From an optimization exercise on the open Yosys and OpenROAD flow, aimed at small area, a short achievable clock period and few clock cycles; shortcuts taken in it are not production practice.
The RTL was checked by simulation tests, not by an equivalence proof against the original design.
Power and IR drop assume default switching activity.

===== design/flow/run.sh =====
#!/bin/bash
# synth_recipe.tcl (not shown) runs the flow's synth.tcl, then flattens the netlist and writes it again
# the make line also repeats each setting of config.mk as NAME=value (left out here)
make -C /OpenROAD-flow-scripts/flow DESIGN_CONFIG=/design/flow/config.mk WORK_HOME=/design/flow/orfs CLKGATE_MAP_FILE= SYNTH_SCRIPT=/design/flow/synth_recipe.tcl finish

===== design/flow/config.mk =====
export PLATFORM = sky130hd
export DESIGN_NAME = l1_dcache_top
export DESIGN_NICKNAME = l1_dcache_top
export VERILOG_FILES = /design/flow/design.v
export SDC_FILE = /design/flow/constraint.sdc
export NUM_CORES = 4
export LEC_CHECK = 0
export CAP_MARGIN = 20
export CORE_MARGIN = 2
export CORE_UTILIZATION = 40
export SLEW_MARGIN = 20

===== design/flow/constraint.sdc =====
create_clock -name core_clock -period 8.0 [get_ports {clk}]
set_input_delay 1.6000 -clock core_clock [delete_from_list [all_inputs] [get_ports {clk}]]
set_output_delay 1.6000 -clock core_clock [all_outputs]
set_load 0.01 [all_outputs]

===== design/flow/design.v =====
`timescale 1ns/1ns
`default_nettype none
package l1_cache_pkg;
    localparam int ADDR_W   = 32;
    localparam int DATA_W   = 32;
    localparam int OFFSET_W = 2;
    localparam int INDEX_W  = 4;
    localparam int SETS     = 16;
    localparam int WAYS     = 2;
    localparam int TAG_W    = ADDR_W - INDEX_W - OFFSET_W;
endpackage
`default_nettype wire
`timescale 1ns/1ns
`default_nettype none
module l1_dcache_top (
    input  logic        clk,
    input  logic        arst_n,
    input  logic        cpu_valid,
    output logic        cpu_ready,
    input  logic        cpu_op,
    input  logic [31:0] cpu_addr,
    input  logic [31:0] cpu_wdata,
    output logic        rsp_valid,
    output logic [31:0] rsp_rdata,
    output logic        lv2_req_valid,
    input  logic        lv2_req_ready,
    output logic        lv2_req_op,
    output logic [31:0] lv2_addr,
    output logic [31:0] lv2_wdata,
    input  logic        lv2_rsp_valid,
    input  logic [31:0] lv2_rsp_rdata
);
    localparam int TW = l1_cache_pkg::TAG_W;
    localparam int IW = l1_cache_pkg::INDEX_W;
    localparam int DW = l1_cache_pkg::DATA_W;
    localparam int NS = l1_cache_pkg::SETS;
    localparam int RQN = 8;              
    localparam int RQB = 3;              
    localparam int MFN = 8;              
    localparam int MFB = 3;              
    logic [TW-1:0] tag0 [NS];
    logic [TW-1:0] tag1 [NS];
    logic [DW-1:0] dmem [2*NS];          
    logic [NS-1:0] val0, val1;           
    logic [NS-1:0] dty0, dty1;           
    logic [NS-1:0] lru;                  
    logic [NS-1:0] pend0, pend1;         
    logic [2:0]    pmf0 [NS];            
    logic [2:0]    pmf1 [NS];
    logic          q_full;
    logic          q_op;
    logic [TW-1:0] q_tag;
    logic [IW-1:0] q_idx;
    logic [DW-1:0] q_wdata;
    logic          p_full;
    logic          p_op;
    logic [TW-1:0] p_tag;
    logic [IW-1:0] p_idx;
    logic [DW-1:0] p_wdata;
    logic          l_full;
    logic          l_op;
    logic [TW-1:0] l_tag;
    logic [IW-1:0] l_idx;
    logic [DW-1:0] l_wdata;
    logic          l_hit;
    logic          l_way;
    logic          l_vdty;               
    logic [TW-1:0] l_vtag;               
    logic [DW-1:0] rq_data [RQN];
    logic [RQN-1:0] rq_rdy;
    logic [MFB-1:0] rq_wmf [RQN];        
    logic [RQB-1:0] rq_hp, rq_tp;
    logic [RQB:0]   rq_cnt;
    logic [MFN-1:0] mf_way;
    logic [IW-1:0]  mf_idx [MFN];
    logic [MFB-1:0] mf_hp, mf_tp;
    logic [MFB:0]   mf_cnt;
    logic          fq_valid;
    logic          fq_way;
    logic [IW-1:0] fq_idx;
    logic [DW-1:0] fq_data;
    logic [1:0]    e_busy;
    logic [1:0]    e_wb;
    logic [TW-1:0] e_vtag [2];
    logic [TW-1:0] e_rtag [2];
    logic [IW-1:0] e_idx [2];
    logic [DW-1:0] e_wdata [2];
    logic          e_hp, e_tp;
    logic          r_valid;
    logic [DW-1:0] r_data;
    logic          l_exec;
    logic          l_miss;
    logic          l_newdty;
    logic [DW-1:0] rd_data;
    logic          l_lpend;              
    logic [MFB-1:0] l_pmf;
    logic [DW-1:0] rd_raw;
    assign l_lpend  = l_way ? pend1[l_idx] : pend0[l_idx];
    assign l_pmf    = l_way ? pmf1[l_idx] : pmf0[l_idx];
    assign l_exec   = l_full && (rq_cnt != RQN[RQB:0])
                   && !(l_op && fq_valid)
                   && (l_hit || (!e_busy[e_tp] && (mf_cnt != MFN[MFB:0])));
    assign l_miss   = l_exec && !l_hit;
    assign l_newdty = l_op || (l_hit && l_vdty);
    assign rd_raw   = dmem[{l_way, l_idx}];
    assign rd_data  = (fq_valid && fq_way == l_way && fq_idx == l_idx) ? fq_data : rd_raw;
    logic [TW-1:0] t0, t1;
    logic          same;
    logic          eq_l;
    logic          m0, m1;
    logic          v0c, v1c;
    logic          d0c, d1c;
    logic          lru_c;
    logic          pk_hit;
    logic          pk_way;
    assign t0    = tag0[p_idx];
    assign t1    = tag1[p_idx];
    assign same  = l_exec && (l_idx == p_idx);
    assign eq_l  = (p_tag == l_tag);
    assign m0    = (same && !l_way) ? eq_l : (val0[p_idx] && (p_tag == t0));
    assign m1    = (same &&  l_way) ? eq_l : (val1[p_idx] && (p_tag == t1));
    assign v0c   = val0[p_idx] || (same && !l_way);
    assign v1c   = val1[p_idx] || (same &&  l_way);
    assign d0c   = (same && !l_way) ? l_newdty : (val0[p_idx] && dty0[p_idx]);
    assign d1c   = (same &&  l_way) ? l_newdty : (val1[p_idx] && dty1[p_idx]);
    assign lru_c = same ? l_way : lru[p_idx];
    assign pk_hit = m0 || m1;
    always_comb begin
        if (m0)        pk_way = 1'b0;
        else if (m1)   pk_way = 1'b1;
        else if (!v0c) pk_way = 1'b0;
        else if (!v1c) pk_way = 1'b1;
        else           pk_way = !lru_c;
    end
    logic l_free;
    logic p_load;
    assign l_free    = !l_full || l_exec;
    assign p_load    = !p_full || l_free;
    assign cpu_ready = !q_full;
    always_ff @(posedge clk or negedge arst_n) begin
        if (!arst_n) begin
            p_full <= 1'b0;
            q_full <= 1'b0;
            l_full <= 1'b0;
        end else begin
            if (p_load) begin
                p_full <= q_full || cpu_valid;
            end
            if (p_load) begin
                q_full <= 1'b0;
            end else if (!q_full) begin
                q_full <= cpu_valid;
            end
            if (l_free) begin
                l_full <= p_full;
            end
        end
    end
    always_ff @(posedge clk) begin
        if (p_load) begin
            if (q_full) begin
                p_op    <= q_op;
                p_tag   <= q_tag;
                p_idx   <= q_idx;
                p_wdata <= q_wdata;
            end else begin
                p_op    <= cpu_op;
                p_tag   <= cpu_addr[31 -: TW];
                p_idx   <= cpu_addr[2 +: IW];
                p_wdata <= cpu_wdata;
            end
        end
        if (!q_full) begin
            q_op    <= cpu_op;
            q_tag   <= cpu_addr[31 -: TW];
            q_idx   <= cpu_addr[2 +: IW];
            q_wdata <= cpu_wdata;
        end
        if (l_free) begin
            l_op    <= p_op;
            l_tag   <= p_tag;
            l_idx   <= p_idx;
            l_wdata <= p_wdata;
            l_hit   <= pk_hit;
            l_way   <= pk_way;
            l_vdty  <= pk_way ? d1c : d0c;
            l_vtag  <= pk_way ? t1 : t0;
        end
    end
    always_ff @(posedge clk or negedge arst_n) begin
        if (!arst_n) begin
            val0 <= '0;
            val1 <= '0;
            lru  <= '0;
            pend0 <= '0;
            pend1 <= '0;
        end else begin
            if (fill_wr) begin
                if (mf_way[mf_hp]) pend1[mf_idx[mf_hp]] <= 1'b0;
                else               pend0[mf_idx[mf_hp]] <= 1'b0;
            end
            if (l_exec) begin
                if (l_way) val1[l_idx] <= 1'b1;
                else       val0[l_idx] <= 1'b1;
                lru[l_idx] <= l_way;
                if (l_op || !l_hit) begin
                    if (l_way) pend1[l_idx] <= !l_op;
                    else       pend0[l_idx] <= !l_op;
                end
            end
        end
    end
    always_ff @(posedge clk) begin
        if (l_miss) begin
            if (l_way) pmf1[l_idx] <= mf_tp;
            else       pmf0[l_idx] <= mf_tp;
        end
    end
    always_ff @(posedge clk) begin
        if (l_exec) begin
            if (l_way) begin
                tag1[l_idx] <= l_tag;
                dty1[l_idx] <= l_newdty;
            end else begin
                tag0[l_idx] <= l_tag;
                dty0[l_idx] <= l_newdty;
            end
        end
    end
    always_ff @(posedge clk) begin
        if (fq_valid) begin
            dmem[{fq_way, fq_idx}] <= fq_data;
        end else if (l_exec && l_op) begin
            dmem[{l_way, l_idx}] <= l_wdata;
        end
    end
    logic          mf_take;
    logic          fill_wr;
    logic          head_wait;
    logic          rq_push;
    logic          rq_pop;
    logic          fill_head;
    assign mf_take    = lv2_rsp_valid;
    assign head_wait  = (mf_way[mf_hp] ? (pend1[mf_idx[mf_hp]] && pmf1[mf_idx[mf_hp]] == mf_hp)
                                        : (pend0[mf_idx[mf_hp]] && pmf0[mf_idx[mf_hp]] == mf_hp))
                     && !(l_exec && (l_op || !l_hit) && l_way == mf_way[mf_hp] && l_idx == mf_idx[mf_hp]);
    assign fill_wr    = lv2_rsp_valid && head_wait;
    always_ff @(posedge clk or negedge arst_n) begin
        if (!arst_n) begin
            mf_hp    <= '0;
            mf_tp    <= '0;
            mf_cnt   <= '0;
            fq_valid <= 1'b0;
        end else begin
            if (l_miss) begin
                mf_tp <= mf_tp + 1'b1;
            end
            if (mf_take) begin
                mf_hp <= mf_hp + 1'b1;
            end
            mf_cnt   <= mf_cnt + {{MFB{1'b0}}, l_miss} - {{MFB{1'b0}}, mf_take};
            fq_valid <= fill_wr;
        end
    end
    always_ff @(posedge clk) begin
        if (l_miss) begin
            mf_way[mf_tp]  <= l_way;
            mf_idx[mf_tp]  <= l_idx;
        end
        fq_way  <= mf_way[mf_hp];
        fq_idx  <= mf_idx[mf_hp];
        fq_data <= lv2_rsp_rdata;
    end
    logic          push_wait;
    logic [MFB-1:0] push_wmf;
    logic          push_now;
    assign rq_push   = l_exec;
    assign push_wait = !l_op && (!l_hit || l_lpend);
    assign push_wmf  = l_hit ? l_pmf : mf_tp;
    assign push_now  = lv2_rsp_valid && (push_wmf == mf_hp);
    assign fill_head = lv2_rsp_valid && !rq_rdy[rq_hp] && (rq_wmf[rq_hp] == mf_hp);
    assign rq_pop    = (rq_cnt != '0) && (rq_rdy[rq_hp] || fill_head);
    always_ff @(posedge clk or negedge arst_n) begin
        if (!arst_n) begin
            rq_hp   <= '0;
            rq_tp   <= '0;
            rq_cnt  <= '0;
            r_valid <= 1'b0;
        end else begin
            if (rq_push) begin
                rq_tp <= rq_tp + 1'b1;
            end
            if (rq_pop) begin
                rq_hp <= rq_hp + 1'b1;
            end
            rq_cnt  <= rq_cnt + {{RQB{1'b0}}, rq_push} - {{RQB{1'b0}}, rq_pop};
            r_valid <= rq_pop;
        end
    end
    always_ff @(posedge clk) begin
        for (int e = 0; e < RQN; e++) begin
            if (rq_push && rq_tp == RQB'(e)) begin
                rq_rdy[e]  <= !push_wait || push_now;
                rq_wmf[e]  <= push_wmf;
                rq_data[e] <= (push_wait && push_now) ? lv2_rsp_rdata
                            : l_op ? l_wdata : rd_data;
            end else if (lv2_rsp_valid && !rq_rdy[e] && rq_wmf[e] == mf_hp) begin
                rq_rdy[e]  <= 1'b1;
                rq_data[e] <= lv2_rsp_rdata;
            end
        end
        r_data <= fill_head ? lv2_rsp_rdata : rq_data[rq_hp];
    end
    assign rsp_valid = r_valid;
    assign rsp_rdata = r_data;
    always_ff @(posedge clk or negedge arst_n) begin
        if (!arst_n) begin
            e_busy <= '0;
            e_wb   <= '0;
            e_hp   <= 1'b0;
            e_tp   <= 1'b0;
        end else begin
            if (e_busy[e_hp] && lv2_req_ready) begin
                if (e_wb[e_hp]) begin
                    e_wb[e_hp] <= 1'b0;
                end else begin
                    e_busy[e_hp] <= 1'b0;
                    e_hp         <= !e_hp;
                end
            end
            if (l_miss) begin
                e_busy[e_tp] <= 1'b1;
                e_wb[e_tp]   <= l_vdty;
                e_tp         <= !e_tp;
            end
        end
    end
    always_ff @(posedge clk) begin
        if (l_miss) begin
            e_vtag[e_tp]  <= l_vtag;
            e_rtag[e_tp]  <= l_tag;
            e_idx[e_tp]   <= l_idx;
            e_wdata[e_tp] <= rd_data;
        end
    end
    assign lv2_req_valid = e_busy[e_hp];
    assign lv2_req_op    = e_wb[e_hp];
    assign lv2_addr      = {(e_wb[e_hp] ? e_vtag[e_hp] : e_rtag[e_hp]), e_idx[e_hp], 2'b00};
    assign lv2_wdata     = e_wdata[e_hp];
endmodule
`default_nettype wire

==> results of run 1 <==
==> registers in the layout (all words and copies together), names as in the netlist, 48 cells and up, named ones only <==
signal	count
tag0	416
dmem	1024
pmf1	48
e_vtag	52
pmf0	48
e_rtag	52
e_wdata	64
tag1	416
rq_data	256
==> layer usage <==
| layer | track usage | routed length [um] |
|---|---|---|
| met1 | 0.288 | 130000 |
| met2 | 0.334 | 151000 |
| met3 | 0.0268 | 21200 |
| met4 | 0.0510 | 7400 |
| met5 | 0 | 0 |
==> critical path, cell delays in order, from the launching register on <==
cell       delay, ns
dfxtp_4         0.72
buf_12          0.58
mux4_2          0.58
mux2_2          0.31
a21oi_2         0.28
xnor2_1         0.18
a211o_1         0.30
a2111oi_4       0.34
nand4_1         0.23
a211oi_4        0.72
buf_4           0.53
mux2_1          0.38
==> power by group through the flow <==
stage / sequential [mW] / combinational [mW] / clock, mW
CTS: 23.9 / 21.9 / 13.9
finish: 23.6 / 22.2 / 13.7
global route: 23.9 / 23.5 / 14.5
global placement: 24.0 / 21.5 / 0
floorplan: 23.2 / 14.0 / 0
detailed placement: 24.2 / 21.8 / 0
==> final timing paths <==
kind / start / cells after the start / slack [ns] / to
worst max-delay path: register / 11 / 2.40 / l_vtag[0]
worst min-delay path: p_wdata[7] / 0 / 0.42 / l_wdata[7]
worst max register to register: register / 11 / 2.40 / l_vtag[0]
worst min register to register: p_wdata[7] / 0 / 0.42 / l_wdata[7]
max in group asynchronous: arst_n / 2 / 5.76 / e_hp
min in group asynchronous: arst_n / 1 / 0.79 / rq_hp[2]
==> layout by cell type (no fill, tap or decap), drive strengths merged, types with 53 or more instances in the layout <==
| cell type | n |
|---|---|
| a21oi | 100 |
| mux4 | 593 |
| edfxtp | 2643 |
| clkbuf | 402 |
| nand2 | 271 |
| dfxtp | 141 |
| nor2 | 199 |
| mux2i | 253 |
| clkinv | 103 |
| a22oi | 92 |
| nand4 | 53 |
| mux2 | 490 |
| xor2 | 71 |
| buf | 199 |
| xnor2 | 75 |
| clkdlybuf4s50 | 196 |
| o21ai | 151 |
| dfrtp | 111 |
| inv | 64 |
==> cells by family after synthesis <==
| family | count (synthesis) | share of synthesized area |
|---|---|---|
| AO/OA/AOI/OAI | 588 | 0.0342 |
| flip-flops | 2895 | 0.721 |
| AND/OR/NAND/NOR | 754 | 0.0304 |
| adder cells (fa/ha/maj) | 39 | 0.00427 |
| other | 1 | 0.0000318 |
| multiplexers | 1336 | 0.182 |
| XOR/XNOR | 146 | 0.0109 |
| buffers and inverters | 453 | 0.0173 |
==> per-stage QoR <==
stage / setup slack (ns) / total power, mW / cells
global placement: 2.41 / 45.5 / 10100
CTS: 2.35 / 59.6 / 10700
finish: 2.40 / 59.4 / 10700
floorplan: 1.13 / 37.2 / 6213
global route: 2.11 / 61.8 / 10700
detailed placement: 2.37 / 46.0 / 10100
==> area by class of cell <==
type	instances	area (sq um)
clock buffers	402	8310
inverters	59	221
flip-flops and latches	2895	85000
repair buffers	395	3750
diodes	5	12.5
well taps	3919	4900
clock inverters	133	1200
fillers	24600	159000
multi-input cells	2865	31600
==> summary.txt, run 1 <==
Logic synthesis
  • Register area share after synthesis: 0.721
  • Leading area contributor after synthesis: edfxtp_1
  • Synth Register Bits: 2895
  • Share of the synthesized area in the top cell type: 0.674
  • Post-Syn Area: 0.118 sq mm
  • Post-synth cell types: 83
  • Ys Warns: 3
  • Commonest cells post-synth: edfxtp_1, mux4_2, mux2_2
  • Top post-synthesis cells by area: edfxtp_1, mux4_2, mux2_2
  • Cell with the most instances after synthesis: edfxtp_1
  • Top_reg_cell synth: edfxtp_1
  • Avg Cell Area, Syn: between 15 and 20 sq um
  • FFs w/ async S/R, synth: 0.0383
  • Post-synthesis cell count: 6212
  • Number of flops mapped to enable cells by yosys: 2643

Cells and area
  • Area delta synth->final: 14.6%
  • Final #Nets: 6659
  • Final core utilization: 0.460
  • Design area: around 0.13 sq mm
  • Layout cells sized above 1: 0.271

Power
  • PwrDens: 440 mW/mm^2
  • Cell internal pwr: 38.0 mW
  • Switching pwr: ~21 mW
  • Switch share: 0.360
  • Combinational Power Share: 0.373
  • VDD IR-drop max: 0.000290 V
  • Leak pwr: 43.4 nW
  • Clk pwr share: 0.230
  • Seq pwr share: 0.397

GRT
  • First-pass GRT wire length: 444000 um
  • Initial antenna violation count: 7
  • Largest net degree at the start of global routing: 128
  • GR Util All Layers: 0.203
  • Total grt overflow: 0
  • Vias in the first global route: around 62000

Detailed routing
  • Via count: roughly 62000
  • Residual DRC count: 0
  • Vias/cell: just under 6
  • DR pass1 iterations: 6
  • ANT nets after route: 0
  • DRT Wirelength: 310000 um
  • Starting DRT DRC Count: 7201
  • Routed wire per std cell: between 20 and 30 um

Floorplan
  • Core outline area: 0.294 sq mm
  • Die Height: 547 um
  • Die W: 547 um
  • Row count: 199
  • Initial core utilization: 0.401
  • Io pins: between 200 and 250
  • Die area: 0.299 sq mm

Clock tree
  • Clock buffer depth: 4
  • Post CTS Setup Buffer Count: 0
  • Post-CTS Hold Fix Bufs: 0
  • Clock latency on the worst-skew pair: 0.87 ns
  • Cts repair resizes: 0
  • Clock transition at the registers of the reported paths: ~0.060 ns
  • CTS Buf Count: 302
  • Clock Sinks: 2895
  • Htree depth: 5
  • Clock Tree Root: clkbuf_16
  • CTS tree: built

Critical path
  • Crit path kind: reg -> reg
  • Critical path startpoint category: register
  • Crit. End Element: register
  • Data arrival time of the worst path: 6.19 ns
  • Critical Path RT: 8.59 ns
  • Crit-path max FO: 94

Placed design
  • # port buffers: between 150 and 200
  • DP Wirelength: 183000 um
  • Placed instance area: 0.125 sq mm
  • Final GP Congestion: 0.887

Timing
  • Max-slew violations: 0
  • Period utilization: 0.701
  • Period minus WS final: 5.60 ns
  • Hold_ws: 0.415 ns
  • Worst slew margin: 0.245
  • Final setup fails: 0
  • Worst-Margin Slew: 1.13 ns
  • Final Hold Fails: 0
  • Setup Skew: roughly 0.056 ns
  • RSZ-0062 raised after global routing: no
  • Final setup TNS: 0 ns
  • Fmax: ~0.18 GHz

Run
  • Max-cap violation count: 0

Status
  • Status: complete, no violations

Hold path
  • HP Class: reg -> reg
Testbench counts, summed over its fixed seeds: cycles 23,202.
==> run 2, diff against run 1 <==
--- a/design/flow/design.v
+++ b/design/flow/design.v
@@ -36,8 +36,8 @@
     localparam int NS = l1_cache_pkg::SETS;
     localparam int RQN = 8;              
     localparam int RQB = 3;              
-    localparam int MFN = 8;              
-    localparam int MFB = 3;              
+    localparam int MFN = 4;              
+    localparam int MFB = 2;              
     logic [TW-1:0] tag0 [NS];
     logic [TW-1:0] tag1 [NS];
     logic [DW-1:0] dmem [2*NS];          
@@ -45,8 +45,8 @@
     logic [NS-1:0] dty0, dty1;           
     logic [NS-1:0] lru;                  
     logic [NS-1:0] pend0, pend1;         
-    logic [2:0]    pmf0 [NS];            
-    logic [2:0]    pmf1 [NS];
+    logic [1:0]    pmf0 [NS];            
+    logic [1:0]    pmf1 [NS];
     logic          q_full;
     logic          q_op;
     logic [TW-1:0] q_tag;
@@ -64,6 +64,7 @@
     logic [DW-1:0] l_wdata;
     logic          l_hit;
     logic          l_way;
+    logic          l_d0, l_d1;           
     logic          l_vdty;               
     logic [TW-1:0] l_vtag;               
     logic [DW-1:0] rq_data [RQN];
@@ -79,13 +80,16 @@
     logic          fq_way;
     logic [IW-1:0] fq_idx;
     logic [DW-1:0] fq_data;
-    logic [1:0]    e_busy;
-    logic [1:0]    e_wb;
-    logic [TW-1:0] e_vtag [2];
-    logic [TW-1:0] e_rtag [2];
-    logic [IW-1:0] e_idx [2];
-    logic [DW-1:0] e_wdata [2];
-    logic          e_hp, e_tp;
+    logic          a_valid;
+    logic          a_wb;                 
+    logic [TW+IW-1:0] a_addr;
+    logic [TW-1:0] a_rtag;
+    logic [DW-1:0] a_wdata;
+    logic          n_valid;
+    logic          n_wb;
+    logic [TW+IW-1:0] n_addr;
+    logic [TW-1:0] n_rtag;
+    logic [DW-1:0] n_wdata;
     logic          r_valid;
     logic [DW-1:0] r_data;
     logic          l_exec;
@@ -98,9 +102,10 @@
     assign l_lpend  = l_way ? pend1[l_idx] : pend0[l_idx];
     assign l_pmf    = l_way ? pmf1[l_idx] : pmf0[l_idx];
     assign l_exec   = l_full && (rq_cnt != RQN[RQB:0])
-                   && !(l_op && fq_valid)
-                   && (l_hit || (!e_busy[e_tp] && (mf_cnt != MFN[MFB:0])));
+                   && !(l_op && fq_valid && fq_way == l_way)
+                   && (l_hit || (!n_valid && (mf_cnt != MFN[MFB:0])));
     assign l_miss   = l_exec && !l_hit;
+    assign l_vdty   = l_way ? l_d1 : l_d0;
     assign l_newdty = l_op || (l_hit && l_vdty);
     assign rd_raw   = dmem[{l_way, l_idx}];
     assign rd_data  = (fq_valid && fq_way == l_way && fq_idx == l_idx) ? fq_data : rd_raw;
@@ -113,6 +118,7 @@
     logic          lru_c;
     logic          pk_hit;
     logic          pk_way;
+    logic          pk_vict;              
     assign t0    = tag0[p_idx];
     assign t1    = tag1[p_idx];
     assign same  = l_exec && (l_idx == p_idx);
@@ -124,14 +130,9 @@
     assign d0c   = (same && !l_way) ? l_newdty : (val0[p_idx] && dty0[p_idx]);
     assign d1c   = (same &&  l_way) ? l_newdty : (val1[p_idx] && dty1[p_idx]);
     assign lru_c = same ? l_way : lru[p_idx];
-    assign pk_hit = m0 || m1;
-    always_comb begin
-        if (m0)        pk_way = 1'b0;
-        else if (m1)   pk_way = 1'b1;
-        else if (!v0c) pk_way = 1'b0;
-        else if (!v1c) pk_way = 1'b1;
-        else           pk_way = !lru_c;
-    end
+    assign pk_hit  = m0 || m1;
+    assign pk_vict = !v0c ? 1'b0 : !v1c ? 1'b1 : !lru_c;
+    assign pk_way  = m0 ? 1'b0 : m1 ? 1'b1 : pk_vict;
     logic l_free;
     logic p_load;
     assign l_free    = !l_full || l_exec;
@@ -183,8 +184,9 @@
             l_wdata <= p_wdata;
             l_hit   <= pk_hit;
             l_way   <= pk_way;
-            l_vdty  <= pk_way ? d1c : d0c;
-            l_vtag  <= pk_way ? t1 : t0;
+            l_d0    <= d0c;
+            l_d1    <= d1c;
+            l_vtag  <= pk_vict ? t1 : t0;
         end
     end
     always_ff @(posedge clk or negedge arst_n) begin
@@ -228,10 +230,12 @@
         end
     end
     always_ff @(posedge clk) begin
-        if (fq_valid) begin
-            dmem[{fq_way, fq_idx}] <= fq_data;
-        end else if (l_exec && l_op) begin
-            dmem[{l_way, l_idx}] <= l_wdata;
+        for (int w = 0; w < 2; w++) begin
+            if (fq_valid && fq_way == w[0]) begin
+                dmem[{w[0], fq_idx}] <= fq_data;
+            end else if (l_exec && l_op && l_way == w[0]) begin
+                dmem[{w[0], l_idx}] <= l_wdata;
+            end
         end
     end
     logic          mf_take;
@@ -313,39 +317,60 @@
     end
     assign rsp_valid = r_valid;
     assign rsp_rdata = r_data;
+    logic          a_next;               
+    logic          a_take_l;             
+    logic [TW+IW-1:0] l_first;           
+    assign a_next   = a_valid && lv2_req_ready && !a_wb;
+    assign a_take_l = l_miss && (!a_valid || (a_next && !n_valid));
+    assign l_first  = {(l_vdty ? l_vtag : l_tag), l_idx};
     always_ff @(posedge clk or negedge arst_n) begin
         if (!arst_n) begin
-            e_busy <= '0;
-            e_wb   <= '0;
-            e_hp   <= 1'b0;
-            e_tp   <= 1'b0;
+            a_valid <= 1'b0;
+            a_wb    <= 1'b0;
+            n_valid <= 1'b0;
         end else begin
-            if (e_busy[e_hp] && lv2_req_ready) begin
-                if (e_wb[e_hp]) begin
-                    e_wb[e_hp] <= 1'b0;
+            if (a_take_l) begin
+                a_valid <= 1'b1;
+                a_wb    <= l_vdty;
+            end else if (a_valid && lv2_req_ready) begin
+                if (a_wb) begin
+                    a_wb <= 1'b0;
                 end else begin
-                    e_busy[e_hp] <= 1'b0;
-                    e_hp         <= !e_hp;
+                    a_valid <= n_valid;
+                    a_wb    <= n_wb;
                 end
             end
-            if (l_miss) begin
-                e_busy[e_tp] <= 1'b1;
-                e_wb[e_tp]   <= l_vdty;
-                e_tp         <= !e_tp;
+            if (l_miss && !a_take_l) begin
+                n_valid <= 1'b1;
+            end else if (a_next) begin
+                n_valid <= 1'b0;
             end
         end
     end
     always_ff @(posedge clk) begin
-        if (l_miss) begin
-            e_vtag[e_tp]  <= l_vtag;
-            e_rtag[e_tp]  <= l_tag;
-            e_idx[e_tp]   <= l_idx;
-            e_wdata[e_tp] <= rd_data;
-        end
-    end
-    assign lv2_req_valid = e_busy[e_hp];
-    assign lv2_req_op    = e_wb[e_hp];
-    assign lv2_addr      = {(e_wb[e_hp] ? e_vtag[e_hp] : e_rtag[e_hp]), e_idx[e_hp], 2'b00};
-    assign lv2_wdata     = e_wdata[e_hp];
+        if (a_take_l) begin
+            a_addr  <= l_first;
+            a_rtag  <= l_tag;
+            a_wdata <= rd_data;
+        end else if (a_valid && lv2_req_ready) begin
+            if (a_wb) begin
+                a_addr[IW +: TW] <= a_rtag;
+            end else begin
+                a_addr  <= n_addr;
+                a_rtag  <= n_rtag;
+                a_wdata <= n_wdata;
+            end
+        end
+        if (l_miss && !a_take_l) begin
+            n_wb    <= l_vdty;
+            n_addr  <= l_first;
+            n_rtag  <= l_tag;
+            n_wdata <= rd_data;
+        end
+    end
+    assign lv2_req_valid = a_valid;
+    assign lv2_req_op    = a_wb;
+    assign lv2_addr      = {a_addr, 2'b00};
+    assign lv2_wdata     = a_wdata;
 endmodule
 `default_nettype wire
--- a/design/flow/config.mk
+++ b/design/flow/config.mk
@@ -5,7 +5,9 @@
 export SDC_FILE = /design/flow/constraint.sdc
 export NUM_CORES = 4
 export LEC_CHECK = 0
+export ABC_CLOCK_PERIOD_IN_PS = 2500
 export CAP_MARGIN = 20
 export CORE_MARGIN = 2
-export CORE_UTILIZATION = 40
+export CORE_UTILIZATION = 55
+export SETUP_SLACK_MARGIN = 4.5
 export SLEW_MARGIN = 20
==> run 2 against run 1 <==
  * Register-to-register slack improved by 2.0 ns
  * Die area fell by 29%
  * Via count up 2.8%
  * Critical endpoint is now rq_data[1][9]
==> summary.txt, run 2 <==
Status
  • Status: complete, no violations

Placed design
  • Placed instance area: 0.120 sq mm (-4.0%)
  • Final GP Congestion: 0.859 (-3.1%)
  • DP Wirelength: 183000 um (-0.36%)
  • Placed cell count: 8988 (-11%)
  • # port buffers: 197 (unchanged)

Clock tree
  • Post-CTS Hold Fix Bufs: 0 (unchanged)
  • Clock buffer depth: 4 (unchanged)
  • CTS Buf Count: 307 (+1.7%)
  • Clock Sinks: 2830 (-2.2%)
  • CTS tree: built
  • Htree depth: 5 (unchanged)
  • Clock Tree Root: clkbuf_16
  • Clock transition at the registers of the reported paths: 0.06 ns (about the same)
  • Clock latency on the worst-skew pair: 0.93 ns (+0.06 ns)

Logic synthesis
  • Ys Warns: 3 (unchanged)
  • Register area share after synthesis: 0.726 (+0.00434)
  • Leading area contributor after synthesis: edfxtp_1
  • Post-Syn Area: 0.114 sq mm (-2.8%)
  • Commonest cells post-synth: edfxtp_1, mux4_2, nand2_1
  • Post-synthesis cell count: 6237 (+0.40%)
  • Cell with the most instances after synthesis: edfxtp_1
  • Number of flops mapped to enable cells by yosys: 2585 (-2.2%)
  • Top post-synthesis cells by area: edfxtp_1, mux4_2, mux2_2
  • Share of the synthesized area in the top cell type: 0.678 (+0.00444)
  • Avg Cell Area, Syn: 18.4 sq um (-3.2%)
  • Post-synth cell types: 74 (-11%)
  • FFs w/ async S/R, synth: 0.0371 (-0.00124)
  • Synth Register Bits: 2830 (-2.2%)
  • Top_reg_cell synth: edfxtp_1

Critical path
  • CP top delay family: multiplexers
  • Data arrival time of the worst path: 4.22 ns (-1.97 ns)
  • Critical path startpoint category: register
  • Buf/Inv on CP: 4 (+2)
  • Critical Path RT: 8.65 ns (+0.06 ns)
  • Crit-path cells: buf_4 -> buf_12 -> buf_16 -> mux4_2 -> mux4_2 -> mux2i_2 -> o21ai_0 -> mux2i_2 -> buf_4 -> o21ai_0
  • CP max stage delay: 0.58 ns (-0.14 ns)
  • Crit path kind: reg -> reg
  • Crit. End Element: register
  • Slowest cell on crit path: mux4_2
  • Crit-path max FO: 35 (-63%)

Power
  • Leak pwr: 44.7 nW (+3.1%)
  • PwrDens: 457 mW/mm^2 (+3.8%)
  • Combinational Power Share: 0.414 (+0.041)
  • Clk pwr share: 0.215 (-0.015)
  • Seq pwr share: 0.370 (-0.027)
  • Cell internal pwr: 38.9 mW (+2.3%)
  • Power, Total: 61.3 mW (+3.2%)
  • Switching pwr: 22.4 mW (+4.8%)
  • Switch share: 0.366 (+0.00562)
  • VDD IR-drop max: 0.000316 V (+9.0%)

Timing
  • Fmax: 0.280 GHz (+57%)
  • Max-slew violations: 0 (unchanged)
  • Worst slew margin: 0.251 (+0.00604)
  • RSZ-0062 raised after global routing: yes
  • Period minus WS final: 3.57 ns (-2.03 ns)
  • Final Hold Fails: 0 (unchanged)
  • Period utilization: 0.446 (-0.254)
  • Final setup fails: 0 (unchanged)
  • Worst-Margin Slew: 1.12 ns (-0.00673 ns)
  • Final setup TNS: 0 ns (unchanged)
  • Setup Skew: 0.0462 ns (-0.00951 ns)

Floorplan
  • Die Height: 460 um (-16%)
  • Die W: 460 um (-16%)
  • Core outline area: 0.207 sq mm (-29%)
  • Die area: 0.212 sq mm (-29%)
  • Io pins: 202 (unchanged)
  • Row count: 167 (-16%)
  • Initial core utilization: 0.553 (+0.151)

Detailed routing
  • Vias/cell: 6.49 (+13%)
  • ANT nets after route: 0 (unchanged)
  • DRT Wirelength: 330000 um (+6.3%)
  • DR pass1 iterations: 8 (+2)
  • Via count: 63200 (+2.8%)
  • Residual DRC count: 0 (unchanged)
  • Routed wire per std cell: 33.8 um (+16%)
  • Starting DRT DRC Count: 8678 (+21%)

Cells and area
  • Post-Layout Cell Count: 9746 (-8.7%)
  • # fillers: 14200 (-42%)
  • Most common cell after layout, fill and taps aside: edfxtp_1
  • Design area: 0.134 sq mm (-0.59%)
  • Area delta synth->final: 17.2%
  • Layout cells sized above 1: 0.281 (+0.00964)
  • Commonest cells after routing, fill and taps aside: edfxtp_1, mux4_2, nand2_1
  • Final #Nets: 6863 (+3.1%)
  • Max FFs per register: 1024 (unchanged)

Run
  • Max-cap violation count: 0 (unchanged)

GRT
  • Largest net degree at the start of global routing: 101 (-21%)
  • Initial antenna violation count: 24 (+17)
  • Vias in the first global route: 60800 (-1.3%)
  • Total grt overflow: 0 (unchanged)
  • First-pass GRT wire length: 461000 um (+3.6%)
  • GR Util All Layers: 0.311 (+0.107)

Hold path
  • HP Class: reg -> reg
-- run 2: cell count changes after synthesis, sizes merged, moves of 22 or more --
cell	before	now
nor2b	40	15
and3	8	30
nand2	271	469
mux4	593	617
a22oi	92	54
edfxtp	2643	2585
mux2i	253	221
a21oi	100	154
nor3b	29	6
o21ai	151	314
mux2	490	268
nor2	199	281
a211oi	38	5
-- run 2: kinds of logic (layout without fill, tap and decap cells) --
logic type,Yosys count,count (layout),synth area share
buffers and inverters,462,1159,0.0178
adder cells (fa/ha/maj),37,37,0.00418
AO/OA/AOI/OAI,722,724,0.0394
other,1,12,0.0000328
multiplexers,1106,1107,0.167
XOR/XNOR,143,143,0.0109
flip-flops,2830,2830,0.726
AND/OR/NAND/NOR,936,946,0.0347
-- run 2: power groups by stage --
stage                     logic, mW  clock network, mW  registers, mW
after detailed placement       21.2                  0           23.3
after global routing           26.7               13.9           22.9
after floorplan                13.2                  0           22.7
after global placement         21.0                  0           23.2
after CTS                      24.2               13.4           22.9
final                          25.4               13.2           22.7
-- run 2: cell type report --
| cell class | count | area, sq um | share of cell area |
|---|---|---|---|
| Sequential cell | 2830 | 83100 | 0.619 |
| Timing Repair Buffer | 567 | 6680 | 0.0498 |
| Clock inverter | 116 | 736 | 0.00548 |
| Multi-Input combinational cell | 2959 | 31500 | 0.235 |
| Antenna cell | 10 | 25.0 | 0.000187 |
| Inverter | 59 | 240 | 0.00179 |
| Clock buffer | 417 | 8420 | 0.0627 |
| Tap cell | 2788 | 3490 | 0.0260 |
-- run 2: path summary, 6_finish.rpt --
check | start | cells past startpoint | end | slack (ns)
worst max-delay path | l_idx[0] | 10 | rq_data[1][9] | 4.43
worst min-delay path | p_wdata[31] | 0 | l_wdata[31] | 0.41
worst max register to register | l_idx[0] | 10 | rq_data[1][9] | 4.43
worst min register to register | p_wdata[31] | 0 | l_wdata[31] | 0.41
max in group asynchronous | arst_n | 2 | q_full | 5.85
min in group asynchronous | arst_n | 1 | r_valid | 0.72
-- run 2: through the flow --
stage | util | worst slack, ns | hold slack (ns)
after floorplan | - | 3.91 | 0.400
after detailed placement | 0.581 | 2.36 | 0.405
after global routing | 0.648 | 4.35 | 0.422
after global placement | 0.580 | 2.33 | 0.400
final | 0.648 | 4.43 | 0.413
after CTS | 0.642 | 4.39 | 0.415
-- run 2: timing repair --
action	in CTS	in global routing
cloned	32	11
buffers inserted	122	38
setup endpoints to repair	3352	840
gates resized for setup	394	88
pin swaps	44	22
-- run 2: per-layer routing --
layer	vias up	global-route usage	wire [um]
met2	3298	0.453	148000
met3	543	0.0554	32000
li1	25900	-	-
met5	-	0	51
met1	33400	0.484	140000
met4	8	0.0903	9510
Testbench counts of run 2, summed over its fixed seeds: cycles 22,924.
==> run 3, diff against run 2 <==
--- a/design/flow/design.v
+++ b/design/flow/design.v
@@ -79,7 +79,9 @@
     logic          fq_valid;
     logic          fq_way;
     logic [IW-1:0] fq_idx;
-    logic [DW-1:0] fq_data;
+    logic [DW-1:0] fq_data;              
+    logic          rf_valid;             
+    logic [MFB-1:0] rf_mf;               
     logic          a_valid;
     logic          a_wb;                 
     logic [TW+IW-1:0] a_addr;
@@ -255,6 +257,7 @@
             mf_tp    <= '0;
             mf_cnt   <= '0;
             fq_valid <= 1'b0;
+            rf_valid <= 1'b0;
         end else begin
             if (l_miss) begin
                 mf_tp <= mf_tp + 1'b1;
@@ -264,6 +267,7 @@
             end
             mf_cnt   <= mf_cnt + {{MFB{1'b0}}, l_miss} - {{MFB{1'b0}}, mf_take};
             fq_valid <= fill_wr;
+            rf_valid <= lv2_rsp_valid;
         end
     end
     always_ff @(posedge clk) begin
@@ -274,16 +278,17 @@
         fq_way  <= mf_way[mf_hp];
         fq_idx  <= mf_idx[mf_hp];
         fq_data <= lv2_rsp_rdata;
+        rf_mf   <= mf_hp;
     end
     logic          push_wait;
     logic [MFB-1:0] push_wmf;
-    logic          push_now;
+    logic          fill_head_q;
     assign rq_push   = l_exec;
     assign push_wait = !l_op && (!l_hit || l_lpend);
     assign push_wmf  = l_hit ? l_pmf : mf_tp;
-    assign push_now  = lv2_rsp_valid && (push_wmf == mf_hp);
-    assign fill_head = lv2_rsp_valid && !rq_rdy[rq_hp] && (rq_wmf[rq_hp] == mf_hp);
-    assign rq_pop    = (rq_cnt != '0) && (rq_rdy[rq_hp] || fill_head);
+    assign fill_head   = lv2_rsp_valid && !rq_rdy[rq_hp] && (rq_wmf[rq_hp] == mf_hp);
+    assign fill_head_q = rf_valid && !rq_rdy[rq_hp] && (rq_wmf[rq_hp] == rf_mf);
+    assign rq_pop      = (rq_cnt != '0) && (rq_rdy[rq_hp] || fill_head || fill_head_q);
     always_ff @(posedge clk or negedge arst_n) begin
         if (!arst_n) begin
             rq_hp   <= '0;
@@ -304,16 +309,15 @@
     always_ff @(posedge clk) begin
         for (int e = 0; e < RQN; e++) begin
             if (rq_push && rq_tp == RQB'(e)) begin
-                rq_rdy[e]  <= !push_wait || push_now;
+                rq_rdy[e]  <= !push_wait;
                 rq_wmf[e]  <= push_wmf;
-                rq_data[e] <= (push_wait && push_now) ? lv2_rsp_rdata
-                            : l_op ? l_wdata : rd_data;
-            end else if (lv2_rsp_valid && !rq_rdy[e] && rq_wmf[e] == mf_hp) begin
+                rq_data[e] <= l_op ? l_wdata : rd_data;
+            end else if (rf_valid && !rq_rdy[e] && rq_wmf[e] == rf_mf) begin
                 rq_rdy[e]  <= 1'b1;
-                rq_data[e] <= lv2_rsp_rdata;
+                rq_data[e] <= fq_data;
             end
         end
-        r_data <= fill_head ? lv2_rsp_rdata : rq_data[rq_hp];
+        r_data <= fill_head ? lv2_rsp_rdata : fill_head_q ? fq_data : rq_data[rq_hp];
     end
     assign rsp_valid = r_valid;
     assign rsp_rdata = r_data;
--- a/design/flow/config.mk
+++ b/design/flow/config.mk
@@ -9,5 +9,5 @@
 export CAP_MARGIN = 20
 export CORE_MARGIN = 2
 export CORE_UTILIZATION = 55
-export SETUP_SLACK_MARGIN = 4.5
+export SETUP_SLACK_MARGIN = 5
 export SLEW_MARGIN = 20
==> run 3 against run 2 <==
  * Still clean on timing, DRC and antenna
  * Combinational power grew 22%
  * Synthesized cell count rose by 4.7%
  * Die area rose by 0.75%
  * Sequential power increased by 2%
  * Worst hold slack better by 0.0062 ns
  * Sequential cell count grew 3
  * Clock skew grew 0.012 ns
  * Sequential share of layout area is 2.8 points lower
  * Clock power is 5% higher
  * Count of clock-buffer cells in the layout decreased by 2
  * Via count rose by 5.2%
  * Utilization up 2.5 points
  * Critical path type unchanged
==> summary.txt, run 3 <==
Hold path
  • HP Class: reg -> reg
  • Hold path start: p_wdata[16]

Timing
  • Setup Skew: 0.0578 ns (+0.0116 ns)
  • RSZ-0062 raised after global routing: yes
  • Final setup fails: 0 (unchanged)
  • Final worst slack: 4.34 ns (-0.0838 ns)
  • Worst slew margin: 0.267 (+0.0156)
  • Max-slew violations: 0 (unchanged)
  • Period utilization: 0.457 (+0.0105)
  • Period minus WS final: 3.66 ns (+0.0838 ns)
  • Worst-Margin Slew: 1.10 ns (-0.0234 ns)
  • Final setup TNS: 0 ns (unchanged)
  • Final Hold Fails: 0 (unchanged)
  • Fmax: 0.274 GHz (-2.3%)

Placed design
  • Final GP Congestion: 0.866 (+0.78%)
  • DP Wirelength: 190000 um (+4.1%)
  • Dpl ws: 2.96 ns (+0.600 ns)
  • # port buffers: 197 (unchanged)

Logic synthesis
  • Number of flops mapped to enable cells by yosys: 2585 (unchanged)
  • Commonest cells post-synth: edfxtp_1, nand2_1, mux4_2
  • Leading area contributor after synthesis: edfxtp_1
  • Synth Register Bits: 2833 (+0.11%)
  • FFs w/ async S/R, synth: 0.0374 (+0.000314)
  • Post-Syn Area: 0.115 sq mm (+0.75%)
  • Top post-synthesis cells by area: edfxtp_1, mux4_2, nand2_1
  • Top_reg_cell synth: edfxtp_1
  • Share of the synthesized area in the top cell type: 0.673 (-0.00507)
  • Avg Cell Area, Syn: 17.7 sq um (-3.8%)
  • Post-synth cell types: 75 (+1.4%)
  • Ys Warns: 3 (unchanged)
  • Cell with the most instances after synthesis: edfxtp_1
  • Register area share after synthesis: 0.721 (-0.00486)
  • Post-synthesis cell count: 6531 (+4.7%)

Detailed routing
  • Via count: 66500 (+5.2%)
  • ANT nets after route: 0 (unchanged)
  • Vias/cell: 6.50 (+0.28%)
  • DR pass1 iterations: 7 (-1)
  • Routed wire per std cell: 35.2 um (+4.0%)
  • Residual DRC count: 0 (unchanged)
  • DRT Wirelength: 360000 um (+9.2%)
  • Starting DRT DRC Count: 8211 (-5.4%)

Critical path
  • Worst R2R End: l_way
  • R2R cell count: 9 (-1)
  • Crit-path max FO: 9 (-74%)
  • Critical path startpoint category: register
  • Critical Path RT: 8.75 ns (+0.10 ns)
  • Crit path kind: reg -> reg
  • Reg2Reg Setup Slack: 4.34 ns (-0.08 ns)
  • Data arrival time of the worst path: 4.41 ns (+0.19 ns)
  • Critical path destination: l_way
  • Crit. End Element: register

Power
  • Seq pwr share: 0.340 (-0.030)
  • Cell internal pwr: 42.4 mW (+9.1%)
  • Combinational Power Share: 0.456 (+0.042)
  • PwrDens: 484 mW/mm^2 (+5.9%)
  • Clk pwr share: 0.204 (-0.011)
  • Switching pwr: 25.7 mW (+15%)
  • VDD IR-drop max: 0.000402 V (+27%)
  • Switch share: 0.378 (+0.0116)
  • Leak pwr: 48.1 nW (+7.6%)

Cells and area
  • Layout cells sized above 1: 0.349 (+0.0678)
  • # fillers: 14100 (-0.72%)
  • Most common cell after layout, fill and taps aside: edfxtp_1
  • Area delta synth->final: 22.0%
  • Max FFs per register: 1024 (unchanged)
  • Final #Nets: 7329 (+6.8%)
  • Multi-input combinational cell area: 0.0344 sq mm (+9.2%)
  • Commonest cells after routing, fill and taps aside: edfxtp_1, nand2_1, mux4_2
  • Register area: 0.0832 sq mm (+0.11%)

Floorplan
  • Row count: 168 (+0.60%)
  • Io pins: 202 (unchanged)
  • Die W: 462 um (+0.37%)
  • Die Height: 462 um (+0.37%)
  • Initial core utilization: 0.552 (-0.000823)
  • Die area: 0.213 sq mm (+0.75%)
  • Core outline area: 0.209 sq mm (+0.90%)

GRT
  • GR Util All Layers: 0.335 (+0.0249)
  • Initial antenna violation count: 12 (-50%)
  • Largest net degree at the start of global routing: 75 (-26%)
  • Total grt overflow: 0 (unchanged)
  • First-pass GRT wire length: 495000 um (+7.5%)
  • Vias in the first global route: 64500 (+6.0%)

Clock tree
  • CTS Buf Count: 309 (+0.65%)
  • Clock transition at the registers of the reported paths: 0.06 ns (about the same)
  • Clock Tree Root: clkbuf_16
  • Clock latency on the worst-skew pair: 0.94 ns (about the same)
  • CTS tree: built
  • Htree depth: 5 (unchanged)
  • Clock buffer depth: 4 (unchanged)
  • Post-CTS Hold Fix Bufs: 0 (unchanged)
  • Clock Sinks: 2833 (+0.11%)

Run
  • Max-cap violation count: 0 (unchanged)

Status
  • Status: complete, no violations
==> run 3: cell types whose count changed after synthesis, sizes merged, moves of 32 or more <==
| cell | before | now |
|---|---|---|
| a22oi | 54 | 10 |
| a21oi | 154 | 99 |
| nand2 | 469 | 804 |
| clkbuf | 215 | 280 |
| buf | 188 | 147 |
| a41oi | 4 | 36 |
| mux2 | 268 | 227 |
==> run 3: power groups by stage <==
stage	Combinational, mW	Clock, mW	Sequential (mW)
after CTS	28.6	14.0	23.3
after global routing	32.3	14.6	23.4
after floorplan	14.1	0	22.9
after detailed placement	22.5	0	23.7
after global placement	22.2	0	23.6
final	31.0	13.9	23.2
==> run 3: kinds of logic after synthesis <==
| kind of cell | count (synthesis) | share of synthesized area |
|---|---|---|
| muxes | 1088 | 0.164 |
| DFF | 2833 | 0.721 |
| AOI/OAI and AO/OA | 715 | 0.0388 |
| other | 1 | 0.0000325 |
| buffers and inverters | 484 | 0.0175 |
| xor gates and xnor gates | 155 | 0.0118 |
| adders and majority gates | 37 | 0.00414 |
| and+or+nand+nor | 1218 | 0.0433 |
==> run 3: worst max-delay path, cell delays in order, from the launching register on <==
cell	delay [ns]
dfxtp_4	0.35
buf_12	0.19
buf_6	0.15
mux4_2	0.51
mux4_2	0.56
xnor2_4	0.29
nand4_1	0.45
nor4_4	0.49
nand3b_1	0.25
a31oi_1	0.23
==> run 3: final cells by class <==
| class | instances | area share |
|---|---|---|
| antenna | 3 | 0.0000534 |
| inverter | 57 | 0.00173 |
| sequential | 2833 | 0.591 |
| tap | 2805 | 0.0249 |
| multi-input combinational | 3230 | 0.244 |
| clock inverter | 126 | 0.00834 |
| clock buffer | 415 | 0.0609 |
| timing repair buffer | 759 | 0.0685 |
==> run 3: repair_timing <==
item / in CTS / in global routing
setup endpoints to repair: 4250 / 2036
endpoints found under the hold margin: 0 / 0
gates resized for setup: 1166 / 624
pin swaps: 139 / 260
gates cloned: 68 / 13
setup buffers: 225 / 79
==> run 3: worst min-delay path by stage <==
stage / cells after the start / end / slack (ns)
CTS: 0 / l_wdata[28] / 0.42
finish: 0 / l_wdata[16] / 0.42
global route: 0 / l_wdata[16] / 0.43
floorplan: 0 / rf_mf[0] / 0.37
global placement: 0 / l_wdata[2] / 0.40
detailed placement: 0 / l_wdata[28] / 0.41
==> run 3: per-layer routing <==
layer / GRT usage / part of all wire / vias up
met5: 0 / 0.00018 / -
met4: 0.152 / 0.054 / 6
met3: 0.0546 / 0.082 / 724
met2: 0.554 / 0.49 / 3397
met1: 0.442 / 0.37 / 35200
li1: - / - / 27200
==> run 3: per-stage QoR <==
stage / area [sq um] / hold WS (ns) / utilization / std cells / power, mW
3_3_place_gp: 121000 / 0.402 / 0.581 / 9291 / 45.8
4_1_cts: 138000 / 0.419 / 0.659 / 10100 / 65.8
3_5_place_dp: 121000 / 0.406 / 0.581 / 9292 / 46.2
6_report: 141000 / 0.419 / 0.673 / 10200 / 68.1
5_1_grt: 141000 / 0.426 / 0.673 / 10200 / 70.2
2_1_floorplan: 116000 / 0.368 / - / 6532 / 37.0
Testbench counts of run 3, summed over its fixed seeds: cycles 22,924.
==> run 4, diff against run 3 <==
--- a/design/flow/config.mk
+++ b/design/flow/config.mk
@@ -9,5 +9,5 @@
 export CAP_MARGIN = 20
 export CORE_MARGIN = 2
 export CORE_UTILIZATION = 55
-export SETUP_SLACK_MARGIN = 5
+export SETUP_SLACK_MARGIN = 4.5
 export SLEW_MARGIN = 20
==> run 4 against run 3 <==
  * Critical path depth up 7
  * Global-route usage shrank 1.4 points
  * Register-to-register slack better by 0.02 ns
  * Critical endpoint is now rq_cnt[1]
  * Largest cell class unchanged
  * Highest routed layer is now met4
==> summary.txt, run 4 <==
Run
  • Max-cap violation count: 0 (unchanged)

Clock tree
  • Htree depth: 5 (unchanged)
  • Clock Sinks: 2833 (unchanged)
  • Clock latency on the worst-skew pair: 0.96 ns (+0.02 ns)
  • Clock Tree Root: clkbuf_16
  • Post-CTS Hold Fix Bufs: 0 (unchanged)
  • Clock buffer depth: 4 (unchanged)
  • Clock transition at the registers of the reported paths: 0.06 ns (about the same)
  • CTS tree: built
  • CTS Buf Count: 311 (+0.65%)

Power
  • PwrDens: 467 mW/mm^2 (-3.7%)
  • Seq pwr share: 0.367 (+0.027)
  • Combinational Power Share: 0.412 (-0.044)
  • Cell internal pwr: 39.5 mW (-6.8%)
  • Clk pwr share: 0.221 (+0.017)
  • Switching pwr: 23.4 mW (-9.0%)
  • VDD IR-drop max: 0.000332 V (-17%)
  • Leak pwr: 45.8 nW (-4.8%)
  • Switch share: 0.372 (-0.00551)

Detailed routing
  • DR pass1 iterations: 6 (-1)
  • Via count: 64500 (-3.1%)
  • Starting DRT DRC Count: 7678 (-6.5%)
  • Residual DRC count: 0 (unchanged)
  • Routed wire per std cell: 34.3 um (-2.6%)
  • Vias/cell: 6.44 (-0.96%)
  • DRT Wirelength: 343000 um (-4.6%)
  • ANT nets after route: 0 (unchanged)

Floorplan
  • Row count: 168 (unchanged)
  • Die Height: 462 um (unchanged)
  • Io pins: 202 (unchanged)
  • Core outline area: 0.209 sq mm (unchanged)
  • Die area: 0.213 sq mm (unchanged)
  • Initial core utilization: 0.552 (unchanged)
  • Die W: 462 um (unchanged)

Timing
  • Period minus WS final: 3.64 ns (-0.0181 ns)
  • Final Hold Fails: 0 (unchanged)
  • Worst-Margin Slew: 1.15 ns (+0.0514 ns)
  • Setup Skew: 0.0477 ns (-0.0101 ns)
  • RSZ-0062 raised after global routing: yes
  • Final setup fails: 0 (unchanged)
  • Worst slew margin: 0.232 (-0.0343)
  • Final setup TNS: 0 ns (unchanged)
  • Period utilization: 0.455 (-0.00227)
  • Final worst slack: 4.36 ns (+0.0181 ns)
  • Max-slew violations: 0 (unchanged)
  • Fmax: 0.275 GHz (+0.50%)

Logic synthesis
  • Synth Register Bits: 2833 (unchanged)
  • Leading area contributor after synthesis: edfxtp_1
  • Commonest cells post-synth: edfxtp_1, nand2_1, mux4_2
  • Cell with the most instances after synthesis: edfxtp_1
  • Post-Syn Area: 0.115 sq mm (unchanged)
  • Top_reg_cell synth: edfxtp_1
  • Post-synthesis cell count: 6531 (unchanged)
  • Ys Warns: 3 (unchanged)
  • Share of the synthesized area in the top cell type: 0.673 (unchanged)
  • Post-synth cell types: 75 (unchanged)
  • Number of flops mapped to enable cells by yosys: 2585 (unchanged)
  • FFs w/ async S/R, synth: 0.0374 (unchanged)
  • Avg Cell Area, Syn: 17.7 sq um (unchanged)
  • Top post-synthesis cells by area: edfxtp_1, mux4_2, nand2_1
  • Register area share after synthesis: 0.721 (unchanged)

Cells and area
  • Most common cell after layout, fill and taps aside: edfxtp_1
  • Max FFs per register: 1024 (unchanged)
  • Design area: 0.135 sq mm (-4.1%)
  • # fillers: 14600 (+3.4%)
  • Final #Nets: 7113 (-2.9%)
  • Area delta synth->final: 16.9%
  • Post-Layout Cell Count: 10000 (-2.2%)
  • Register area: 0.0832 sq mm (about the same)
  • Commonest cells after routing, fill and taps aside: edfxtp_1, nand2_1, mux4_2
  • Multi-input combinational cell area: 0.0317 sq mm (-7.6%)
  • Layout cells sized above 1: 0.260 (-0.0885)

Hold path
  • Hold path cells: 0 (unchanged)
  • HP Class: reg -> reg
  • Hold path start: p_wdata[30]
  • Hold Crit Endpoint: l_wdata[30]

Status
  • Status: complete, no violations

GRT
  • Largest net degree at the start of global routing: 79 (+5.3%)
  • GR Util All Layers: 0.322 (-0.0136)
  • Initial antenna violation count: 10 (-2)
  • Total grt overflow: 0 (unchanged)
  • Vias in the first global route: 63200 (-2.0%)
  • First-pass GRT wire length: 478000 um (-3.5%)

Placed design
  • Final GP Congestion: 0.828 (-4.4%)
  • Placed instance area: 0.121 sq mm (about the same)
  • Dpl ws: 3.04 ns (+0.0822 ns)
  • Placed cell count: 9306 (+0.15%)
  • DP Wirelength: 190000 um (-0.18%)
  • # port buffers: 197 (unchanged)

Critical path
  • R2R cell count: 16 (+7)
  • RR Startpoint: rq_hp[0]
  • Crit path kind: reg -> reg
  • Worst R2R End: rq_cnt[1]
  • Crit. End Element: register
  • Reg2Reg Setup Slack: 4.36 ns (+0.02 ns)
  • Crit-path max FO: 5 (-4)
  • Critical path startpoint category: register
  • Critical Path RT: 8.81 ns (+0.06 ns)
  • Data arrival time of the worst path: 4.45 ns (+0.04 ns)
==> run 4: area by class of cell <==
class | count | share of cell area
sequential | 2833 | 0.617
multi-input combinational | 3219 | 0.235
clock buffer | 411 | 0.0634
timing repair buffer | 552 | 0.0477
tap | 2805 | 0.0260
clock inverter | 125 | 0.00878
inverter | 57 | 0.00188
antenna | 6 | 0.000111
==> run 4: what timing repair did <==
| action | 4_1_cts | 5_1_grt |
|---|---|---|
| setup endpoints to repair | 3876 | 1223 |
| setup buffers | 102 | 18 |
| pin swaps | 29 | 14 |
| cloned | 29 | 10 |
| resized for setup | 332 | 80 |
==> run 4: through the flow <==
stage               power (mW)  hold slack (ns)  utilization
global route              65.1            0.424        0.645
floorplan                 36.7            0.368            -
detailed placement        46.2            0.406        0.581
finish                    62.9            0.414        0.645
CTS                       62.4            0.414        0.642
global placement          45.9            0.407        0.581
==> run 4: how the worst max path moves through the flow <==
stage / from / end / slack [ns] / depth (start not counted)
global placement: mf_hp[0] / pend1[0] / 3.09 / 8
CTS: rq_hp[0] / rq_cnt[2] / 4.40 / 14
finish: rq_hp[0] / rq_cnt[1] / 4.36 / 16
detailed placement: mf_hp[0] / pend1[0] / 3.04 / 8
floorplan: rq_cnt[2] / dmem[10][0] / 4.14 / 11
global route: rq_hp[0] / rq_cnt[1] / 4.26 / 16
==> run 4: cells by family after synthesis <==
kind of cell | count (synthesis) | share of synthesized area
and+or+nand+nor | 1218 | 0.0433
buffers and inverters | 484 | 0.0175
adders and majority gates | 37 | 0.00414
muxes | 1088 | 0.164
xor gates and xnor gates | 155 | 0.0118
AOI/OAI and AO/OA | 715 | 0.0388
other | 1 | 0.0000325
DFF | 2833 | 0.721
==> run 4: critical path: stages, from the launching register on <==
cell and delay, ns:
dfrtp_2 0.44, ha_4 0.19, ha_4 0.17, buf_12 0.12, buf_6 0.11, nor4_4 0.33, nand2b_4 0.13, a41oi_4 0.33
xnor2_2 0.16, nand4_1 0.20, a32oi_4 0.36, ha_4 0.25, inv_4 0.05, ha_4 0.12, inv_2 0.03, fa_1 0.48
inv_1 0.04
==> run 4: metal layers <==
layer / up-vias / routed length, um / track usage
met4: 0 / 14900 / 0.132
met5: - / 0 / 0
met1: 34200 / 133000 / 0.436
met2: 3030 / 169000 / 0.526
li1: 26600 / - / -
met3: 563 / 26300 / 0.0512
==> run 4: power groups by stage <==
stage | Combinational (mW) | Clock [mW] | Sequential, mW
floorplan | 13.8 | 0 | 22.9
global placement | 22.5 | 0 | 23.4
detailed placement | 22.8 | 0 | 23.5
CTS | 25.3 | 14.1 | 23.1
global route | 27.2 | 14.6 | 23.3
finish | 25.9 | 13.9 | 23.1
==> run 5, diff against run 4 <==
--- a/design/flow/config.mk
+++ b/design/flow/config.mk
@@ -5,7 +5,7 @@
 export SDC_FILE = /design/flow/constraint.sdc
 export NUM_CORES = 4
 export LEC_CHECK = 0
-export ABC_CLOCK_PERIOD_IN_PS = 2500
+export ABC_AREA = 1
 export CAP_MARGIN = 20
 export CORE_MARGIN = 2
 export CORE_UTILIZATION = 55
==> run 5 against run 4 <==
  * Sequential share of layout area fell by 0.63 points
  * Critical path depth rose by 8
  * Sequential cell count did not move
  * Largest cell class unchanged
  * Utilization fell by 0.31 points
  * Largest power group unchanged
  * Cell count rose by 34%
  * Non-clock buffer count rose by 71
  * Wire length rose by 10%
  * Highest routed layer is now met5
==> summary.txt, run 5 <==
Status
  • Status: complete, no violations

Logic synthesis
  • Post-synth cell types: 51 (-32%)
  • Synth Register Bits: 2833 (unchanged)
  • Top post-synthesis cells by area: edfxtp_1, o21ai_0, nand2_1
  • Cell with the most instances after synthesis: edfxtp_1
  • Ys Warns: 3 (unchanged)
  • Avg Cell Area, Syn: 11.6 sq um (-34%)
  • FFs w/ async S/R, synth: 0.0374 (unchanged)
  • Post-Syn Area: 0.117 sq mm (+1.7%)
  • Top_reg_cell synth: edfxtp_1
  • Post-synthesis cell count: 10100 (+55%)
  • Number of flops mapped to enable cells by yosys: 2585 (unchanged)
  • Commonest cells post-synth: edfxtp_1, nand2_1, o21ai_0
  • Share of the synthesized area in the top cell type: 0.662 (-0.0115)
  • Leading area contributor after synthesis: edfxtp_1
  • Register area share after synthesis: 0.708 (-0.0123)

Cells and area
  • Area delta synth->final: 16.1%
  • Max FFs per register: 1024 (unchanged)
  • # fillers: 16200 (+11%)
  • Commonest cells after routing, fill and taps aside: edfxtp_1, nand2_1, o21ai_0
  • Most common cell after layout, fill and taps aside: edfxtp_1
  • Layout cells sized above 1: 0.111 (-0.149)
  • Final core utilization: 0.642 (-0.00311)
  • Final #Nets: 10500 (+48%)

Timing
  • Max-slew violations: 0 (unchanged)
  • Setup Skew: 0.0892 ns (+0.0415 ns)
  • RSZ-0062 raised after global routing: yes
  • Fmax: 0.286 GHz (+4.1%)
  • Final worst slack: 4.51 ns (+0.145 ns)
  • Worst slew margin: 0.225 (-0.00710)
  • Period utilization: 0.437 (-0.0181)
  • Final setup fails: 0 (unchanged)
  • Final setup TNS: 0 ns (unchanged)
  • Period minus WS final: 3.49 ns (-0.145 ns)
  • Final Hold Fails: 0 (unchanged)
  • Worst-Margin Slew: 1.16 ns (+0.0107 ns)

Power
  • Switching pwr: 26.4 mW (+13%)
  • VDD IR-drop max: 0.000342 V (+3.0%)
  • Leak pwr: 48.1 nW (+4.9%)
  • PwrDens: 461 mW/mm^2 (-1.2%)
  • Combinational Power Share: 0.419 (+0.007)
  • Cell internal pwr: 36.4 mW (-7.9%)
  • Seq pwr share: 0.365 (-0.002)
  • Power, Total: 62.8 mW (-0.16%)
  • Clk pwr share: 0.216 (-0.005)
  • Switch share: 0.421 (+0.0487)

Detailed routing
  • Starting DRT DRC Count: 11300 (+47%)
  • DR pass1 iterations: 7 (+1)
  • Vias/cell: 6.24 (-3.2%)
  • DRT Wirelength: 378000 um (+10%)
  • Residual DRC count: 0 (unchanged)
  • ANT nets after route: 0 (unchanged)
  • Routed wire per std cell: 28.2 um (-18%)
  • Via count: 83800 (+30%)

Floorplan
  • Core outline area: 0.212 sq mm (+1.5%)
  • Die W: 466 um (+0.86%)
  • Io pins: 202 (unchanged)
  • Die area: 0.217 sq mm (+1.7%)
  • Initial core utilization: 0.553 (+0.00128)
  • Row count: 169 (+0.60%)
  • Die Height: 466 um (+0.86%)

Clock tree
  • Clock Sinks: 2833 (unchanged)
  • CTS tree: built
  • CTS Buf Count: 308 (-0.96%)
  • Clock buffer depth: 4 (unchanged)
  • Post-CTS Hold Fix Bufs: 0 (unchanged)
  • Clock Tree Root: clkbuf_16
  • Htree depth: 5 (unchanged)
  • Clock latency on the worst-skew pair: 0.96 ns (about the same)
  • Clock transition at the registers of the reported paths: 0.06 ns (about the same)

Critical path
  • R2R cell count: 24 (+8)
  • Critical path startpoint category: register
  • Crit-path max FO: 4 (-1)
  • Crit path kind: reg -> reg
  • Crit. End Element: register
  • Critical Path RT: 8.80 ns (about the same)
  • Data arrival time of the worst path: 4.30 ns (-0.15 ns)

GRT
  • Vias in the first global route: 78600 (+24%)
  • Initial antenna violation count: 13 (+3)
  • GR Util All Layers: 0.342 (+0.0206)
  • Total grt overflow: 0 (unchanged)
  • First-pass GRT wire length: 541000 um (+13%)
  • Largest net degree at the start of global routing: 156 (+97%)

Placed design
  • Final GP Congestion: 0.948 (+15%)
  • # port buffers: 197 (unchanged)
  • DP Wirelength: 209000 um (+10%)
  • Dpl ws: 2.34 ns (-0.700 ns)

Hold path
  • HP Class: reg -> reg
  • Hold path cells: 0 (unchanged)

Run
  • Max-cap violation count: 0 (unchanged)
[run 5: cell types whose count changed after synthesis, moves of 158 or more]
cell / delta
o22ai_1: +307
nand3_1: +424
mux4_2: -614
o211ai_1: +223
inv_1: +342
o21ai_0: +1105
nand2_1: +763
nor2_1: +1128
mux2_2: -227
mux2i_1: -245
clkbuf_1: +158
[run 5: worst max-delay path: stages, from the launching register on]
cell	delay (ns)
dfrtp_2	0.48
ha_4	0.21
ha_4	0.18
buf_12	0.13
nand2_4	0.05
o21ai_4	0.05
a21oi_2	0.12
nand3_2	0.12
o21ai_4	0.09
nor2_2	0.06
inv_1	0.08
nand2_2	0.06
nor3_4	0.22
buf_12	0.14
nor2_4	0.04
buf_12	0.12
nand2_4	0.06
nand2_4	0.06
inv_4	0.09
ha_4	0.20
inv_2	0.06
ha_4	0.13
inv_2	0.04
fa_2	0.52
inv_1	0.04
[run 5: worst paths after layout]
| check | slack (ns) | endpoint | from |
|---|---|---|---|
| max in group asynchronous | 5.80 | mf_hp[0] | arst_n |
| setup reg to reg | 4.51 | rq_cnt[1] | rq_hp[0] |
| hold reg to reg | 0.42 | l_wdata[28] | p_wdata[28] |
| hold / removal | 0.42 | l_wdata[28] | p_wdata[28] |
| setup / recovery | 4.51 | rq_cnt[1] | rq_hp[0] |
| min in group asynchronous | 0.74 | val0[0] | arst_n |
[run 5: final cells by class]
type                       count  area (sq um)  area share
inverter                     422          1750      0.0128
antenna                        5          12.5   0.0000918
timing repair buffer         623          6920      0.0508
clock inverter               117           927     0.00681
clock buffer                 414          8560      0.0628
tap                         2821          3530      0.0259
sequential                  2833         83200       0.610
timing repair inverter         4          36.3    0.000266
multi-input combinational   6199         31300       0.230
[run 5: what timing repair did]
action,CTS,global route
gates resized for setup,345,106
pin swaps,64,24
gates cloned,41,6
endpoints found under the setup margin,3523,2119
buffers inserted,133,28
[run 5: cell families (layout without fill, tap and decap cells)]
kind of cell / Yosys count / count (layout) / synth area share
AND/OR/NAND/NOR: 3631 / 3651 / 0.126
AO/OA/AOI/OAI: 2464 / 2465 / 0.119
adder cells (fa/ha/maj): 37 / 37 / 0.00407
XOR/XNOR: 44 / 44 / 0.00328
buffers and inverters: 1105 / 1580 / 0.0390
flip-flops: 2833 / 2833 / 0.708
other: 1 / 7 / 0.0000320
[run 5: power by group through the flow]
| stage | Combinational, mW | Clock, mW | Sequential (mW) |
|---|---|---|---|
| floorplan | 13.9 | 0 | 22.9 |
| global placement | 22.6 | 0 | 23.3 |
| detailed placement | 23.0 | 0 | 23.4 |
| CTS | 25.0 | 13.7 | 23.0 |
| global route | 28.0 | 14.3 | 23.1 |
| finish | 26.3 | 13.6 | 22.9 |
[run 5: through the flow]
step                instances  hold slack, ns  instance area, sq um
CTS                     13400           0.420                135000
finish                  13400           0.419                136000
detailed placement      12700           0.406                123000
global route            13400           0.425                136000
global placement        12700           0.401                123000
floorplan               10100           0.368                118000
[run 5: per-layer routing]
metal	global-route usage	up-vias	routed length, um
met3	0.0606	852	37400
met2	0.540	4722	176000
li1	-	37000	-
met4	0.166	6	20400
met1	0.463	41300	145000
met5	0	-	42

what the ideal ports hide:
How much do the figures lean on ideal ports? The routed layouts below were timed once more, with nothing changed but the port constraints. Step 1: set_driving_cell puts a clkbuf_16 on clk and a buf_2 on each other input, an assumption about the parent block. Step 2 times the ports against the registers' clock, not the clock port: input delays grow and output delays shrink by t, the midpoint of the rising clock arrivals with the driver on. Three values: no drivers, after step 1, after step 2; two values: the first two.
run | t (ns) | setup slack, ns | slew at the worst register clock pin (ns) | worst slew at a driven data input, ns | pins driven straight from the clock port
run 1 | 0.945 | 2.396 / 2.342 / 2.396 | 0.07 / 0.07 | 0.10 | 1
run 2 | 0.991 | 4.428 / 4.428 / 3.899 | 0.06 / 0.06 | 0.18 | 1
run 3 | 1.013 | 4.345 / 4.345 / 3.844 | 0.07 / 0.07 | 0.10 | 1
run 4 | 1.022 | 4.363 / 4.363 / 3.950 | 0.07 / 0.07 | 0.14 | 1
run 5 | 1.008 | 4.508 / 4.460 / 3.658 | 0.07 / 0.07 | 0.10 | 1
After both steps setup and hold are still met in every run listed. The setup slack of run 5, which loses most, moves by -0.048 ns with the drivers and by -0.850 ns with both steps.
